This is an optimization exercise on Yosys and OpenROAD, whose aim is small area, not a production implementation.
Function was checked by simulation only, so behaviour that the tests miss may differ from the original.
Power is estimated from default activity; no workload was simulated.

build 81:
==> flow/design.v <==
module rf_hold #(
    parameter int unsigned W = 32
) (
    input  logic [W-1:0] q,
    input  logic [W-1:0] wdx,
    input  logic         we,
    input  logic         nwe,
    output logic [W-1:0] d
);
    assign d = ~((q | {W{we}}) & (wdx | {W{nwe}}));
endmodule
module rf_oai22 (
    input  logic a1, a2, b1, b2,
    output logic y
);
    assign y = ~((a1 | a2) & (b1 | b2));
endmodule
module rf_red16 (
    input  logic [15:0] p,
    input  logic        h,
    output logic        y
);
    assign y = (~|p) ^ h;
endmodule
module rf_rdbit (
    input  logic [30:0] s,
    input  logic [30:0] nsel,
    input  logic        h,
    output logic        y
);
    logic [15:0] p;
    for (genvar k = 0; k < 15; k++) begin : g_p
        rf_oai22 u_p (.a1(s[2*k]), .a2(nsel[2*k]), .b1(s[2*k+1]), .b2(nsel[2*k+1]), .y(p[k]));
    end
    assign p[15] = ~(s[30] | nsel[30]);
    rf_red16 u_r (.p(p), .h(h), .y(y));
endmodule
module reg_file #(
    parameter int unsigned DATA_WIDTH = 32,
    parameter int unsigned ADDR_WIDTH = 5,
    parameter int unsigned NUM_REGS   = 32
) (
    input  logic                  clk,
    input  logic                  rst_n,
    input  logic                  reg_write,
    input  logic [ADDR_WIDTH-1:0] write_addr,
    input  logic [DATA_WIDTH-1:0] write_data,
    input  logic [ADDR_WIDTH-1:0] read_addr1,
    input  logic [ADDR_WIDTH-1:0] read_addr2,
    output logic [DATA_WIDTH-1:0] read_data1,
    output logic [DATA_WIDTH-1:0] read_data2
);
    logic [DATA_WIDTH-1:0] regs [1:NUM_REGS-1];
    logic [DATA_WIDTH-1:0] regs_d [1:NUM_REGS-1];
    logic [NUM_REGS-1:1]   valid;
    logic                  phase;
    logic [NUM_REGS-1:1]   we;
    logic [DATA_WIDTH-1:0] wdx;
    always_comb begin
        for (int unsigned i = 1; i < NUM_REGS; i++) begin
            we[i] = reg_write && (write_addr == ADDR_WIDTH'(i));
        end
    end
    assign wdx = write_data ^ {DATA_WIDTH{phase}};
    always_ff @(posedge clk or negedge rst_n) begin
        if (!rst_n) begin
            phase <= 1'b0;
            valid <= '0;
        end else begin
            phase <= ~phase;
            valid <= valid | we;
        end
    end
    for (genvar i = 1; i < NUM_REGS; i++) begin : g_hold
        rf_hold #(.W(DATA_WIDTH)) u_hold (
            .q(regs[i]), .wdx(wdx), .we(we[i]), .nwe(~we[i]), .d(regs_d[i])
        );
    end
    always_ff @(posedge clk) begin
        for (int unsigned i = 1; i < NUM_REGS; i++) begin
            regs[i] <= regs_d[i];
        end
    end
    logic [NUM_REGS-1:1] nsel1, nsel2;
    logic                h1, h2;
    logic [NUM_REGS-1:0] valid_ext;
    assign valid_ext = {valid, 1'b0};
    always_comb begin
        for (int unsigned i = 1; i < NUM_REGS; i++) begin
            nsel1[i] = !(valid[i] && (read_addr1 == ADDR_WIDTH'(i)));
            nsel2[i] = !(valid[i] && (read_addr2 == ADDR_WIDTH'(i)));
        end
        h1 = phase | !valid_ext[read_addr1];
        h2 = phase | !valid_ext[read_addr2];
    end
    for (genvar b = 0; b < DATA_WIDTH; b++) begin : g_rd
        logic [NUM_REGS-1:1] col;
        for (genvar i = 1; i < NUM_REGS; i++) begin : g_col
            assign col[i] = regs[i][b];
        end
        rf_rdbit u_rd1 (.s(col), .nsel(nsel1), .h(h1), .y(read_data1[b]));
        rf_rdbit u_rd2 (.s(col), .nsel(nsel2), .h(h2), .y(read_data2[b]));
    end
endmodule
export LEC_CHECK = 0
export CAP_MARGIN = 10
export CORE_MARGIN = 2
export CORE_UTILIZATION = 50
export GPL_TIMING_DRIVEN = 0
export PLACE_DENSITY = 0.55
export SETUP_SLACK_MARGIN = 0.1
export SLEW_MARGIN = 10
export SYNTH_HIERARCHICAL = 1
create_clock -name core_clock -period 5.0 [get_ports {clk}]
standard.sh (not shown) runs the stock make flow with config.mk's settings and CLKGATE_MAP_FILE= SYNTH_SCRIPT=/design/flow/synth_recipe.tcl, a recipe that flattens the netlist after the stock synthesis.
==> flow/flow/run.sh <==
#!/bin/bash
# Layout flow: the standard ORFS flow (standard.sh) with extra ORFS
# variables that trim area overhead:
#  - remove the buffers ABC inserted before placement (the resizer re-buffers
#    only where needed),
#  - plain buf_1 cells as the port buffers,
#  - post-placement repair_design limited to buffers up to buf_4
#    (flow/pre_resize.tcl); later timing repair is unrestricted,
#  - clock tree: larger sink clusters driven by clkbuf_16, no dummy loads,
# ORFS writes each tool's full log under orfs/logs/; make's own output goes to
# flow_make.log in the work folder.
set -euo pipefail
here=$(pwd)
bash standard.sh \
  REMOVE_ABC_BUFFERS=1 \
  "BUFFER_PORTS_ARGS=-buffer_cell sky130_fd_sc_hd__buf_1" \
  "PRE_RESIZE_TCL=$here/flow/pre_resize.tcl" \
  "CTS_ARGS=-sink_clustering_enable -repair_clock_nets -dont_use_dummy_load -sink_clustering_size 20 -sink_clustering_max_diameter 120 -buf_list {sky130_fd_sc_hd__clkbuf_16}" \
  finish > flow_make.log 2>&1
==> flow/flow/pre_resize.tcl <==
# Sourced by ORFS before the post-placement repair_design step. That step
# otherwise fixes every long, high-fanout net with the largest buffers in the
# library; capping the buffer size there leaves the timing-critical nets to
# the later repair_timing steps, which size only where slack demands it.
set_dont_use {
  sky130_fd_sc_hd__buf_6 sky130_fd_sc_hd__buf_8 sky130_fd_sc_hd__buf_12
  sky130_fd_sc_hd__buf_16 sky130_fd_sc_hd__bufbuf_8 sky130_fd_sc_hd__bufbuf_16
  sky130_fd_sc_hd__clkbuf_8 sky130_fd_sc_hd__clkbuf_16
}
The final report for build 81 shows a completed flow and a layout that fails verification, specifically negative setup slack.
Here is what was changed in the inputs of build 47 compared with build 81.
Settings: CORE_UTILIZATION: 50 -> 40; SETUP_SLACK_MARGIN: 0.1 -> 0.3; PLACE_DENSITY: 0.55 -> 0.45.
--- outcome ---
Build 47: no failed stages, no open violations at the end
Build 81 finished all stages; however, its layout fails the closing checks, the failures being negative setup slack.
Summary of build 47 over build 81: floorplan die area shows an increase of 25%, cell depth of the worst setup path now sits higher, static leakage moved up.
Per the comparison of build 47 with build 81, cell count higher, fraction of area in registers lower, total of cells resized after clock tree synthesis higher, proportion of total power due to net switching roughly the same.
Inputs modified between build 47 and build 75:
Settings: a change of CAP_MARGIN from 10 to 0; a change of SETUP_SLACK_MARGIN from 0.3 to 0; a change of SLEW_MARGIN from 10 to 0.
--- a/flow/flow/run.sh
+++ b/flow/flow/run.sh
@@ -7,3 +7,2 @@
-#  - post-placement repair_design limited to buffers up to buf_4
-#    (flow/pre_resize.tcl); later timing repair is unrestricted,
-#  - clock tree: larger sink clusters driven by clkbuf_16, no dummy loads,
+#  - no dummy loads in clock tree synthesis,
+#  - power recovery (downsizing gates off the critical paths) after global route.
@@ -13 +11,0 @@
-here=$(pwd)
@@ -17 +14,0 @@
-  "PRE_RESIZE_TCL=$here/flow/pre_resize.tcl" \
@@ -18,0 +16 @@
+  RECOVER_POWER=100 \
removed: flow/flow/pre_resize.tcl
Results
Nothing crashed in build 75 and all stages finished; the problem is that the final layout failed, the offending checks being max-capacitance violations, max-slew violations, negative setup slack. Against build 47, build 75 comes in 0.54% lower on routed wire length. Compared with build 47, build 75 shows first-iteration DRC count lower by 108. The routed wire length on met3 of build 75 falls short of that of build 47 by about 4%. Summary of build 75 over build 47: critical path depth went down by 4, post-route cell area went down by 2.5%, internal power contribution went down by about 0.43%.

Setup of Q:
reg_file, a different RTL version from the one above (not shown whole).
Size in the first run: ~4,300 cells after synthesis, ~1,000 flip-flops, ~110 I/O pins.
==> flow/config.mk <==
export PLATFORM = sky130hd
export DESIGN_NAME = reg_file
export DESIGN_NICKNAME = reg_file
export VERILOG_FILES = /design/flow/design.v
export SDC_FILE = /design/flow/constraint.sdc
export NUM_CORES = 4
export LEC_CHECK = 0
export CAP_MARGIN = 10
export CORE_MARGIN = 2
export CORE_UTILIZATION = 40
export GPL_TIMING_DRIVEN = 0
export PLACE_DENSITY = 0.45
export SETUP_SLACK_MARGIN = 0.3
export SLEW_MARGIN = 10
export SYNTH_HIERARCHICAL = 1
==> flow/constraint.sdc <==
create_clock -name core_clock -period 5.0 [get_ports {clk}]
set_input_delay 1.0000 -clock core_clock [delete_from_list [all_inputs] [get_ports {clk}]]
set_output_delay 1.0000 -clock core_clock [all_outputs]
set_load 0.01 [all_outputs]
==> flow/flow/run.sh <==
#!/bin/bash
# Layout flow: the standard ORFS flow (standard.sh) with extra ORFS
# variables that trim area overhead:
#  - remove the buffers ABC inserted before placement (the resizer re-buffers
#    only where needed),
#  - plain buf_1 cells as the port buffers,
#  - post-placement repair_design limited to buffers up to buf_4
#    and gate upsizing of XOR/XNOR (flow/pre_resize.tcl); later timing repair is unrestricted,
#  - clock tree: larger sink clusters driven by clkbuf_16, no dummy loads,
# ORFS writes each tool's full log under orfs/logs/; make's own output goes to
# flow_make.log in the work folder.
set -euo pipefail
here=$(pwd)
bash standard.sh \
  REMOVE_ABC_BUFFERS=1 \
  "BUFFER_PORTS_ARGS=-buffer_cell sky130_fd_sc_hd__buf_1" \
  "PRE_RESIZE_TCL=$here/flow/pre_resize.tcl" \
  "CTS_ARGS=-sink_clustering_enable -repair_clock_nets -dont_use_dummy_load -sink_clustering_size 20 -sink_clustering_max_diameter 120 -buf_list {sky130_fd_sc_hd__clkbuf_16}" \
  finish > flow_make.log 2>&1
==> flow/flow/pre_resize.tcl <==
# Sourced by ORFS before the post-placement repair_design step. That step
# otherwise fixes every long, high-fanout net with the largest buffers in the
# library, or by upsizing the driving gate to its largest size; capping both
# here leaves the timing-critical nets to the later repair_timing steps, which
# size only where slack demands it.
set_dont_use {
  sky130_fd_sc_hd__buf_6 sky130_fd_sc_hd__buf_8 sky130_fd_sc_hd__buf_12
  sky130_fd_sc_hd__buf_16 sky130_fd_sc_hd__bufbuf_8 sky130_fd_sc_hd__bufbuf_16
  sky130_fd_sc_hd__clkbuf_8 sky130_fd_sc_hd__clkbuf_16
  sky130_fd_sc_hd__xor2_2 sky130_fd_sc_hd__xor2_4
  sky130_fd_sc_hd__xnor2_2 sky130_fd_sc_hd__xnor2_4
}
Input-level comparison between R and Q:
# Q
export LEC_CHECK = 0
export CAP_MARGIN = 10
export CORE_MARGIN = 2
export CORE_UTILIZATION = 40
export GPL_TIMING_DRIVEN = 0
export PLACE_DENSITY = 0.45
export SETUP_SLACK_MARGIN = 0.3
export SLEW_MARGIN = 10
export SYNTH_HIERARCHICAL = 1
create_clock -name core_clock -period 5.0 [get_ports {clk}]
# R
export LEC_CHECK = 0
export CAP_MARGIN = 10
export CORE_MARGIN = 2
export CORE_UTILIZATION = 50
export GPL_TIMING_DRIVEN = 0
export PLACE_DENSITY = 0.55
export SETUP_SLACK_MARGIN = 0.1
export SLEW_MARGIN = 10
export SYNTH_HIERARCHICAL = 1
create_clock -name core_clock -period 5.0 [get_ports {clk}]
--- a/flow/flow/run.sh
+++ b/flow/flow/run.sh
@@ -16,4 +16,4 @@
   "BUFFER_PORTS_ARGS=-buffer_cell sky130_fd_sc_hd__buf_1" \
   "PRE_RESIZE_TCL=$here/flow/pre_resize.tcl" \
-  "CTS_ARGS=-sink_clustering_enable -repair_clock_nets -dont_use_dummy_load -sink_clustering_size 20 -sink_clustering_max_diameter 120 -buf_list {sky130_fd_sc_hd__clkbuf_16}" \
+  "CTS_ARGS=-sink_clustering_enable -repair_clock_nets -dont_use_dummy_load -sink_clustering_size 24 -sink_clustering_max_diameter 150 -buf_list {sky130_fd_sc_hd__clkbuf_16}" \
   finish > flow_make.log 2>&1
==> summary.txt <==
Antenna diode count | R below Q
Going from Q to R, sequential share of layout area went up 1.6 points; time the final worst path needs with I/O delays and setup went up 0.35 ns; proportion of cell area spent on the clock network went down 0.41 points.
Net switching power of the design came out lower on R than on Q.
Q has completed all stages; timing, DRC and antenna checks passed.
Completing all stages was not enough for R: its layout failed the final checks because of setup timing.
Placement row count: R lower than Q
Total number of vias essentially unchanged between R and Q.

re-timing with driven ports:
Ports are ideal in the flow. The routed layouts listed here were re-timed in OpenROAD. Step 1, drivers: a clkbuf_16 drives clk and a buf_2 each remaining input, both assumed. Step 2 times the ports against the registers' clock, not the clock port: input delays grow and output delays shrink by t, the midpoint of the rising clock arrivals with the driver on. a / b / c = ideal / step 1 / step 2; a / b = the first two.
run	t, ns	setup WS [ns]	worst register clock-pin slew, ns	cell pins on the clock port's net
build 81	0.738	-0.022 / -0.125 / -0.125	0.10 / 0.10	1
build 47	0.754	0.226 / 0.197 / 0.197	0.10 / 0.10	1
build 75	0.760	-0.181 / -0.204 / -0.862	0.09 / 0.09	1
Q	0.750	0.293 / 0.254 / 0.254	0.09 / 0.09	1
R	0.702	-0.053 / -0.074 / -0.074	0.10 / 0.10	1
The setup slack of build 75, which loses most, moves by -0.023 ns with the drivers and by -0.681 ns with both steps.
